This is an optimization exercise on Yosys and OpenROAD, whose aim is a short achievable clock period and few clock cycles, not a production implementation.
Function was checked by simulation only, so behaviour that the tests miss may differ from the original.
Power is estimated from default activity; no workload was simulated.

// pipeCore
module pipeCore (
  input  logic        CLK,
  input  logic        RSTB,
  input  logic        progWe,
  input  logic [5:0]  progAddr,
  input  logic [31:0] progData,
  output logic        wbWrite,
  output logic [3:0]  wbReg,
  output logic [15:0] wbData
);
clock: 3.6 ns
lec_check: 0
abc_clock_period_in_ps: 1500
cap_margin: 20
core_margin: 2
core_utilization: 40
setup_slack_margin: 1.9
slew_margin: 20
standard.sh (not shown) runs the stock make flow with config.mk's settings and CLKGATE_MAP_FILE= SYNTH_SCRIPT=/design/flow/synth_recipe.tcl, a recipe that flattens the netlist after the stock synthesis.
==> flow/flow/run.sh <==
#!/bin/bash
# Layout: the standard flow (standard.sh), with three changes to how
# cells are picked; the flow steps themselves are the standard ones.
#  - Yosys's full/half-adder extraction is off (ADDER_MAP_FILE empty), so
#    ABC maps the write-back adder as plain logic.
#  - The 4-input OR/NOR cells join the platform's don't-use list (the first
#    36 names are the platform's own list): ABC tends to put these slow
#    cells on the critical paths.
#  - Port buffers are buf_4 cells; buffer_ports otherwise picks delay
#    buffers for some outputs.
set -euo pipefail
DONT_USE="sky130_fd_sc_hd__lpflow_bleeder_1 sky130_fd_sc_hd__lpflow_clkbufkapwr_1 sky130_fd_sc_hd__lpflow_clkbufkapwr_16 sky130_fd_sc_hd__lpflow_clkbufkapwr_2 sky130_fd_sc_hd__lpflow_clkbufkapwr_4 sky130_fd_sc_hd__lpflow_clkbufkapwr_8 sky130_fd_sc_hd__lpflow_clkinvkapwr_1 sky130_fd_sc_hd__lpflow_clkinvkapwr_16 sky130_fd_sc_hd__lpflow_clkinvkapwr_2 sky130_fd_sc_hd__lpflow_clkinvkapwr_4 sky130_fd_sc_hd__lpflow_clkinvkapwr_8 sky130_fd_sc_hd__lpflow_decapkapwr_12 sky130_fd_sc_hd__lpflow_decapkapwr_3 sky130_fd_sc_hd__lpflow_decapkapwr_4 sky130_fd_sc_hd__lpflow_decapkapwr_6 sky130_fd_sc_hd__lpflow_decapkapwr_8 sky130_fd_sc_hd__lpflow_inputiso0n_1 sky130_fd_sc_hd__lpflow_inputiso0p_1 sky130_fd_sc_hd__lpflow_inputiso1n_1 sky130_fd_sc_hd__lpflow_inputiso1p_1 sky130_fd_sc_hd__lpflow_inputisolatch_1 sky130_fd_sc_hd__lpflow_isobufsrc_1 sky130_fd_sc_hd__lpflow_isobufsrc_16 sky130_fd_sc_hd__lpflow_isobufsrc_2 sky130_fd_sc_hd__lpflow_isobufsrc_4 sky130_fd_sc_hd__lpflow_isobufsrc_8 sky130_fd_sc_hd__lpflow_isobufsrckapwr_16 sky130_fd_sc_hd__lpflow_lsbuf_lh_hl_isowell_tap_1 sky130_fd_sc_hd__lpflow_lsbuf_lh_hl_isowell_tap_2 sky130_fd_sc_hd__lpflow_lsbuf_lh_hl_isowell_tap_4 sky130_fd_sc_hd__lpflow_lsbuf_lh_isowell_4 sky130_fd_sc_hd__lpflow_lsbuf_lh_isowell_tap_1 sky130_fd_sc_hd__lpflow_lsbuf_lh_isowell_tap_2 sky130_fd_sc_hd__lpflow_lsbuf_lh_isowell_tap_4 sky130_fd_sc_hd__probe_p_8 sky130_fd_sc_hd__probec_p_8 sky130_fd_sc_hd__or4_1 sky130_fd_sc_hd__or4_2 sky130_fd_sc_hd__or4_4 sky130_fd_sc_hd__or4b_1 sky130_fd_sc_hd__or4b_2 sky130_fd_sc_hd__or4b_4 sky130_fd_sc_hd__or4bb_1 sky130_fd_sc_hd__or4bb_2 sky130_fd_sc_hd__or4bb_4 sky130_fd_sc_hd__nor4_1 sky130_fd_sc_hd__nor4_2 sky130_fd_sc_hd__nor4_4 sky130_fd_sc_hd__nor4b_1 sky130_fd_sc_hd__nor4b_2 sky130_fd_sc_hd__nor4b_4 sky130_fd_sc_hd__nor4bb_1 sky130_fd_sc_hd__nor4bb_2 sky130_fd_sc_hd__nor4bb_4"
bash standard.sh ADDER_MAP_FILE= "DONT_USE_CELLS=$DONT_USE" \
  "BUFFER_PORTS_ARGS=-buffer_cell sky130_fd_sc_hd__buf_4" finish \
  > standard_flow.log 2>&1
The first run finished with timing, DRC and antenna clean.
Testbench counts at the start, summed over its fixed seeds: cycles 16,234.
==> next run, changes <==
--- a/flow/design.v
+++ b/flow/design.v
@@ -345,29 +345,35 @@
   always_ff @(posedge CLK)
   begin
     wbRegI <= xD;
     wLo    <= lo[4:0];
     wHi    <= hiOp;
     wHiInc <= hiInc;
     wHiDec <= hiDec;
     wInc   <= lo[5] & !xC[4];
     wDec   <= !lo[5] & xC[4];
   end
   assign wbDataI = {(wHiInc & {11{wInc}}) | (wHiDec & {11{wDec}}) |
                     (wHi & {11{!wInc & !wDec}}), wLo};
+  always_ff @(posedge CLK or negedge RSTB)
+  begin
+    if (!RSTB)
+      wbWrite <= 1'b0;
+    else
+      wbWrite <= wbV;
+  end
   always_ff @(posedge CLK)
   begin
-    wbWrite <= wbV & RSTB;
-    wbReg   <= wbRegI;
-    wbData  <= wbDataI;
+    wbReg  <= wbRegI;
+    wbData <= wbDataI;
   end
   always_ff @(posedge CLK or negedge RSTB)
   begin
     if (!RSTB)
     begin
       for (int i = 0; i < 16; i++)
         regs[i] <= '0;
     end
     else
     begin
       for (int i = 0; i < 16; i++)
         if (wbHotI[i])
=> The new run ran to the end with no violations. Hold slack improves by 0.094 ns. Via count is lower by 0.34%. Count of clock-buffer cells in the layout drops by 9. Global-route usage came out higher by 0.19 points. Power decreases by 1.1%. Clock power went down by about 3%. Routed wire length climbs by 1.2%. Sequential share of layout area rose by 0.46 points. Combinational power came out lower by about 1%. Die area is about the same. Non-clock buffer count is higher by 1. Core utilization fell by 0.42 points. Final cell count is about the same. First-iteration DRC count goes down by 4.6%.
Testbench counts after the change, summed over its fixed seeds: cycles 16,234.

[what the ideal ports hide]
No port has a modelled driver above. Below, the same layouts with a new extraction and two added sets of constraints.
Step 1: set_driving_cell puts a clkbuf_16 on CLK and a buf_2 on each other input, an assumption about the parent block.
Step 2, shift: input delay + t, output delay - t, t = (earliest + latest rising clock arrival at the registers) / 2. This alone moves slack from input paths to output paths.
a / b / c = ideal ports / drivers / drivers and shift; a / b = the first two.
run | shift t [ns] | setup WS [ns] | latest minus earliest clock arrival (ns) | worst register clock-pin slew, ns | worst slew at a driven data input, ns
the first run | 0.852 | 1.605 / 1.531 / 1.053 | 0.049 / 0.048 | 0.07 / 0.07 | 0.15
the second run | 0.835 | 1.611 / 1.535 / 1.010 | 0.030 / 0.031 | 0.07 / 0.07 | 0.15
After both steps every run listed still meets setup and hold. For the second run, which loses most, drivers alone change the setup slack by -0.076 ns; drivers and shift together by -0.601 ns.
